What follows belongs to an exercise in optimizing a design on an open flow for small area; a production flow would make more cautious choices. Only simulation tests tie the RTL to the original design; equivalence was not proved.

==> wip/harbor: inputs <==
==> flow/design.v <==
module branch_predictor_bht #(
  parameter int DATA_WIDTH = 32,
  parameter int INDEX_BITS = 6,
  parameter int TAG_BITS   = 8,
  parameter int CNT_WIDTH  = 16
) (
  input  logic                  clk,
  input  logic                  rst,
  input  logic [DATA_WIDTH-1:0] IF_PC,
  output logic                  IF_Predict_Taken,
  output logic [DATA_WIDTH-1:0] IF_Predict_Target,
  input  logic                  EX_Update_en,
  input  logic                  EX_Is_Jump,
  input  logic [DATA_WIDTH-1:0] EX_PC,
  input  logic                  EX_Taken,
  input  logic [DATA_WIDTH-1:0] EX_Target,
  input  logic                  EX_Predict_Taken,
  output logic                  EX_Mispredict,
  output logic [CNT_WIDTH-1:0]  Stat_Branches,
  output logic [CNT_WIDTH-1:0]  Stat_Mispredicts
);
  localparam int ENTRIES = 2 ** INDEX_BITS;
  localparam int TAG_LSB = INDEX_BITS + 2;
  localparam int TAG_MSB = INDEX_BITS + TAG_BITS + 1;
  logic                  valid_q [ENTRIES];
  logic [TAG_BITS-1:0]   tag_q   [ENTRIES];
  logic [1:0]            ctr_q   [ENTRIES];
  logic [DATA_WIDTH-1:0] tgt_q   [ENTRIES];
  logic [CNT_WIDTH-1:0]  branches_q, branches_d;
  logic [CNT_WIDTH-1:0]  mispred_q, mispred_d;
  logic [INDEX_BITS-1:0] if_idx, ex_idx;
  logic [TAG_BITS-1:0]   if_tag, ex_tag;
  logic                  if_hit, ex_hit;
  logic                  upd_we;
  logic [1:0]            upd_ctr_d;
  logic [DATA_WIDTH-1:0] upd_tgt_d;
  logic unused_ex_pc;
  assign unused_ex_pc = ^{EX_PC[1:0], EX_PC[DATA_WIDTH-1:TAG_MSB+1]};
  assign if_idx = IF_PC[INDEX_BITS+1:2];
  assign if_tag = IF_PC[TAG_MSB:TAG_LSB];
  assign ex_idx = EX_PC[INDEX_BITS+1:2];
  assign ex_tag = EX_PC[TAG_MSB:TAG_LSB];
  assign if_hit = valid_q[if_idx] && (tag_q[if_idx] == if_tag);
  assign ex_hit = valid_q[ex_idx] && (tag_q[ex_idx] == ex_tag);
  assign IF_Predict_Taken  = if_hit && ctr_q[if_idx][1];
  assign IF_Predict_Target = IF_Predict_Taken ? tgt_q[if_idx] : IF_PC + DATA_WIDTH'(4);
  assign EX_Mispredict = EX_Update_en && (EX_Taken != EX_Predict_Taken);
  always_comb begin
    upd_we    = 1'b0;
    upd_ctr_d = ctr_q[ex_idx];
    upd_tgt_d = tgt_q[ex_idx];
    if (EX_Update_en) begin
      if (ex_hit) begin
        upd_we = 1'b1;
        if (EX_Is_Jump) begin
          upd_ctr_d = 2'b11;
          upd_tgt_d = EX_Target;
        end else if (EX_Taken) begin
          upd_ctr_d = (ctr_q[ex_idx] == 2'b11) ? 2'b11 : ctr_q[ex_idx] + 2'd1;
          upd_tgt_d = EX_Target;
        end else begin
          upd_ctr_d = (ctr_q[ex_idx] == 2'b00) ? 2'b00 : ctr_q[ex_idx] - 2'd1;
        end
      end else if (EX_Taken) begin
        upd_we    = 1'b1;
        upd_ctr_d = EX_Is_Jump ? 2'b11 : 2'b10;
        upd_tgt_d = EX_Target;
      end
    end
  end
  always_comb begin
    branches_d = branches_q;
    mispred_d  = mispred_q;
    if (EX_Update_en && (branches_q != {CNT_WIDTH{1'b1}})) branches_d = branches_q + CNT_WIDTH'(1);
    if (EX_Mispredict && (mispred_q != {CNT_WIDTH{1'b1}})) mispred_d = mispred_q + CNT_WIDTH'(1);
  end
  always_ff @(posedge clk) begin
    if (rst) begin
      for (int i = 0; i < ENTRIES; i++) begin
        valid_q[i] <= 1'b0;
      end
      branches_q <= '0;
      mispred_q  <= '0;
    end else begin
      if (upd_we) begin
        valid_q[ex_idx] <= 1'b1;
      end
      branches_q <= branches_d;
      mispred_q  <= mispred_d;
    end
  end
  always_ff @(posedge clk) begin
    if (!rst && upd_we) begin
      tag_q[ex_idx] <= ex_tag;
      ctr_q[ex_idx] <= upd_ctr_d;
      tgt_q[ex_idx] <= upd_tgt_d;
    end
  end
  assign Stat_Branches    = branches_q;
  assign Stat_Mispredicts = mispred_q;
endmodule
==> flow/run.sh <==
#!/bin/bash
# synth_recipe.tcl (not shown) runs the flow's synth.tcl, then flattens the netlist and writes it again
# the make line also repeats each setting of config.mk as NAME=value (left out here)
make -C /OpenROAD-flow-scripts/flow DESIGN_CONFIG=/design/flow/config.mk WORK_HOME=/design/flow/orfs CLKGATE_MAP_FILE= SYNTH_SCRIPT=/design/flow/synth_recipe.tcl finish
==> flow/config.mk <==
export PLATFORM = sky130hd
export DESIGN_NAME = branch_predictor_bht
export DESIGN_NICKNAME = branch_predictor_bht
export VERILOG_FILES = /design/flow/design.v
export SDC_FILE = /design/flow/constraint.sdc
export NUM_CORES = 4
export LEC_CHECK = 0
export CAP_MARGIN = 20
export CORE_MARGIN = 2
export CORE_UTILIZATION = 30
export SLEW_MARGIN = 20
==> flow/constraint.sdc <==
create_clock -name core_clock -period 8.0 [get_ports {clk}]
set_input_delay 1.6000 -clock core_clock [delete_from_list [all_inputs] [get_ports {clk}]]
set_output_delay 1.6000 -clock core_clock [all_outputs]
set_load 0.01 [all_outputs]
==> wip/juniper (differences from wip/harbor) <==
==> flow/design.v (replaced) <==
module branch_predictor_bht #(
  parameter int DATA_WIDTH = 32,
  parameter int INDEX_BITS = 6,
  parameter int TAG_BITS   = 8,
  parameter int CNT_WIDTH  = 16
) (
  input  logic                  clk,
  input  logic                  rst,
  input  logic [DATA_WIDTH-1:0] IF_PC,
  output logic                  IF_Predict_Taken,
  output logic [DATA_WIDTH-1:0] IF_Predict_Target,
  input  logic                  EX_Update_en,
  input  logic                  EX_Is_Jump,
  input  logic [DATA_WIDTH-1:0] EX_PC,
  input  logic                  EX_Taken,
  input  logic [DATA_WIDTH-1:0] EX_Target,
  input  logic                  EX_Predict_Taken,
  output logic                  EX_Mispredict,
  output logic [CNT_WIDTH-1:0]  Stat_Branches,
  output logic [CNT_WIDTH-1:0]  Stat_Mispredicts
);
  localparam int ENTRIES = 2 ** INDEX_BITS;
  localparam int TAG_LSB = INDEX_BITS + 2;
  localparam int TAG_MSB = INDEX_BITS + TAG_BITS + 1;
  logic [ENTRIES-1:0]    valid_q;
  logic [TAG_BITS-1:0]   tag_q [ENTRIES];
  logic [1:0]            ctr_q [ENTRIES];
  logic [DATA_WIDTH-1:0] tgt_q [ENTRIES];
  logic [CNT_WIDTH-1:0]  branches_q, mispred_q;
  logic [INDEX_BITS-1:0] if_idx, ex_idx;
  logic [TAG_BITS-1:0]   if_tag, ex_tag;
  logic [ENTRIES-1:0]    if_sel, ex_sel;
  logic unused_ex_pc;
  assign unused_ex_pc = ^{EX_PC[1:0], EX_PC[DATA_WIDTH-1:TAG_MSB+1]};
  assign if_idx = IF_PC[INDEX_BITS+1:2];
  assign if_tag = IF_PC[TAG_MSB:TAG_LSB];
  assign ex_idx = EX_PC[INDEX_BITS+1:2];
  assign ex_tag = EX_PC[TAG_MSB:TAG_LSB];
  assign if_sel = ENTRIES'(1) << if_idx;
  assign ex_sel = ENTRIES'(1) << ex_idx;
  logic                  if_v, ex_v, if_c1;
  logic [TAG_BITS-1:0]   if_t, ex_t;
  logic [1:0]            ex_c;
  logic [DATA_WIDTH-1:0] if_g;
  always_comb begin
    if_v = 1'b0; if_t = '0; if_c1 = 1'b0; if_g = '0;
    ex_v = 1'b0; ex_t = '0; ex_c = '0;
    for (int i = 0; i < ENTRIES; i++) begin
      if_v  = if_v  | (if_sel[i] & valid_q[i]);
      if_t  = if_t  | ({TAG_BITS{if_sel[i]}} & tag_q[i]);
      if_c1 = if_c1 | (if_sel[i] & ctr_q[i][1]);
      if_g  = if_g  | ({DATA_WIDTH{if_sel[i]}} & tgt_q[i]);
      ex_v  = ex_v  | (ex_sel[i] & valid_q[i]);
      ex_t  = ex_t  | ({TAG_BITS{ex_sel[i]}} & tag_q[i]);
      ex_c  = ex_c  | ({2{ex_sel[i]}} & ctr_q[i]);
    end
  end
  logic if_hit, ex_hit;
  assign if_hit = if_v && (if_t == if_tag);
  assign ex_hit = ex_v && (ex_t == ex_tag);
  assign IF_Predict_Taken  = if_hit && if_c1;
  assign IF_Predict_Target = IF_Predict_Taken ? if_g : IF_PC + DATA_WIDTH'(4);
  assign EX_Mispredict = EX_Update_en && (EX_Taken != EX_Predict_Taken);
  logic       upd_we;
  logic [1:0] upd_ctr_d;
  always_comb begin
    upd_we    = 1'b0;
    upd_ctr_d = ex_c;
    if (EX_Update_en) begin
      if (ex_hit) begin
        upd_we = 1'b1;
        if (EX_Is_Jump)       upd_ctr_d = 2'b11;
        else if (EX_Taken)    upd_ctr_d = (ex_c == 2'b11) ? 2'b11 : ex_c + 2'd1;
        else                  upd_ctr_d = (ex_c == 2'b00) ? 2'b00 : ex_c - 2'd1;
      end else if (EX_Taken) begin
        upd_we    = 1'b1;
        upd_ctr_d = EX_Is_Jump ? 2'b11 : 2'b10;
      end
    end
  end
  logic tgt_we;
  assign tgt_we = upd_we && (EX_Is_Jump || EX_Taken);
  always_ff @(posedge clk) begin
    if (rst) begin
      valid_q    <= '0;
      branches_q <= '0;
      mispred_q  <= '0;
    end else begin
      if (upd_we) valid_q <= valid_q | ex_sel;
      if (EX_Update_en && (branches_q != {CNT_WIDTH{1'b1}})) branches_q <= branches_q + CNT_WIDTH'(1);
      if (EX_Mispredict && (mispred_q != {CNT_WIDTH{1'b1}})) mispred_q <= mispred_q + CNT_WIDTH'(1);
    end
  end
  for (genvar i = 0; i < ENTRIES; i++) begin : g_entry
    always_ff @(posedge clk) begin
      if (!rst && upd_we && ex_sel[i]) begin
        tag_q[i] <= ex_tag;
        ctr_q[i] <= upd_ctr_d;
      end
      if (!rst && tgt_we && ex_sel[i]) tgt_q[i] <= EX_Target;
    end
  end
  assign Stat_Branches    = branches_q;
  assign Stat_Mispredicts = mispred_q;
endmodule
==> flow/flow/run.sh (new file) <==
#!/bin/bash
# The standard layout (standard.sh) with three changes:
#  - synthesis maps the logic with an area-oriented ABC script (flow/abc_map.script) in
#    place of ORFS's abc_speed.script; buffering and sizing are left to the placer's repair;
#  - the largest buffers are added to the platform's don't-use list, so the resizer repairs
#    high-fanout nets with smaller buffers;
#  - every port is still buffered, with buf_1 in place of the delay cell buffer_ports picks.
# Registers, their names and cell types are those of the standard synthesis: only the ABC
# step, which runs after flip-flop mapping, differs.
set -euo pipefail
here=$(pwd)
rm -rf "$here/scripts"
cp -r "$FLOW_HOME/scripts" "$here/scripts"
cp "$here/flow/abc_map.script" "$here/scripts/abc_speed.script"
export SCRIPTS_DIR="$here/scripts"
plat=$(make -s -C "$FLOW_HOME" DESIGN_CONFIG="$here/config.mk" WORK_HOME="$here/orfs_query" print-DONT_USE_CELLS 2> "$here/dont_use_query.log" | sed -n 's/^DONT_USE_CELLS[ :=]*//p')
[[ -n "$plat" ]] || { echo "no platform DONT_USE_CELLS" >&2; exit 1; }
big="sky130_fd_sc_hd__buf_8 sky130_fd_sc_hd__buf_12 sky130_fd_sc_hd__buf_16 sky130_fd_sc_hd__bufbuf_8 sky130_fd_sc_hd__bufbuf_16 sky130_fd_sc_hd__bufinv_8 sky130_fd_sc_hd__bufinv_16"
echo "DONT_USE_CELLS=$plat $big" > "$here/dont_use.txt"
bash standard.sh "DONT_USE_CELLS=$plat $big" "BUFFER_PORTS_ARGS=-buffer_cell sky130_fd_sc_hd__buf_1" finish > standard.log 2>&1
==> flow/flow/abc_map.script (new file) <==
&get -n
&st
&dch -f
&nf -F 4 -A 4
&st
&syn2
&dch -f
&nf -F 4 -A 4
&st
&dch -f
&nf -F 4 -A 4
&put
mfs3 -a
==> flow/standard.sh (new file) <==
#!/bin/bash
# synth_recipe.tcl (not shown) runs the flow's synth.tcl, then flattens the netlist and writes it again
# the make line also repeats each setting of config.mk as NAME=value (left out here)
make -C /OpenROAD-flow-scripts/flow DESIGN_CONFIG=/design/flow/config.mk WORK_HOME=/design/flow/orfs CLKGATE_MAP_FILE= SYNTH_SCRIPT=/design/flow/synth_recipe.tcl "${@:-finish}"
Settings changed: CORE_UTILIZATION 30 to 50, CTS_BUF_LIST set to sky130_fd_sc_hd__clkbuf_8, CTS_CLUSTER_DIAMETER set to 100, CTS_CLUSTER_SIZE set to 13, SETUP_SLACK_MARGIN set to 0.5.
removed: flow/run.sh
==> notes <==
wip/juniper stopped in synthesis (1_2_yosys). wip/harbor ran to the end with no violations.

static timing again, ports no longer ideal:
The results above use ideal ports. As a check the final layout listed here was re-extracted and re-timed, cells and wires unchanged.
Step 1, drivers: a clkbuf_16 drives clk and a buf_2 each remaining input, both assumed.
Step 2 times the ports against the registers' clock, not the clock port: input delays grow and output delays shrink by t, the midpoint of the rising clock arrivals with the driver on.
a / b / c = ideal / step 1 / step 2; a / b = the first two.
run: wip/harbor
t (ns): 0.967
setup slack, ns: 0.001 / -0.049 / -0.049
worst setup path after step 2: input to output
Met with ideal ports but missed after step 2: setup timing in wip/harbor. For wip/harbor, drivers alone change the setup slack by -0.050 ns; drivers and shift together by -0.050 ns.
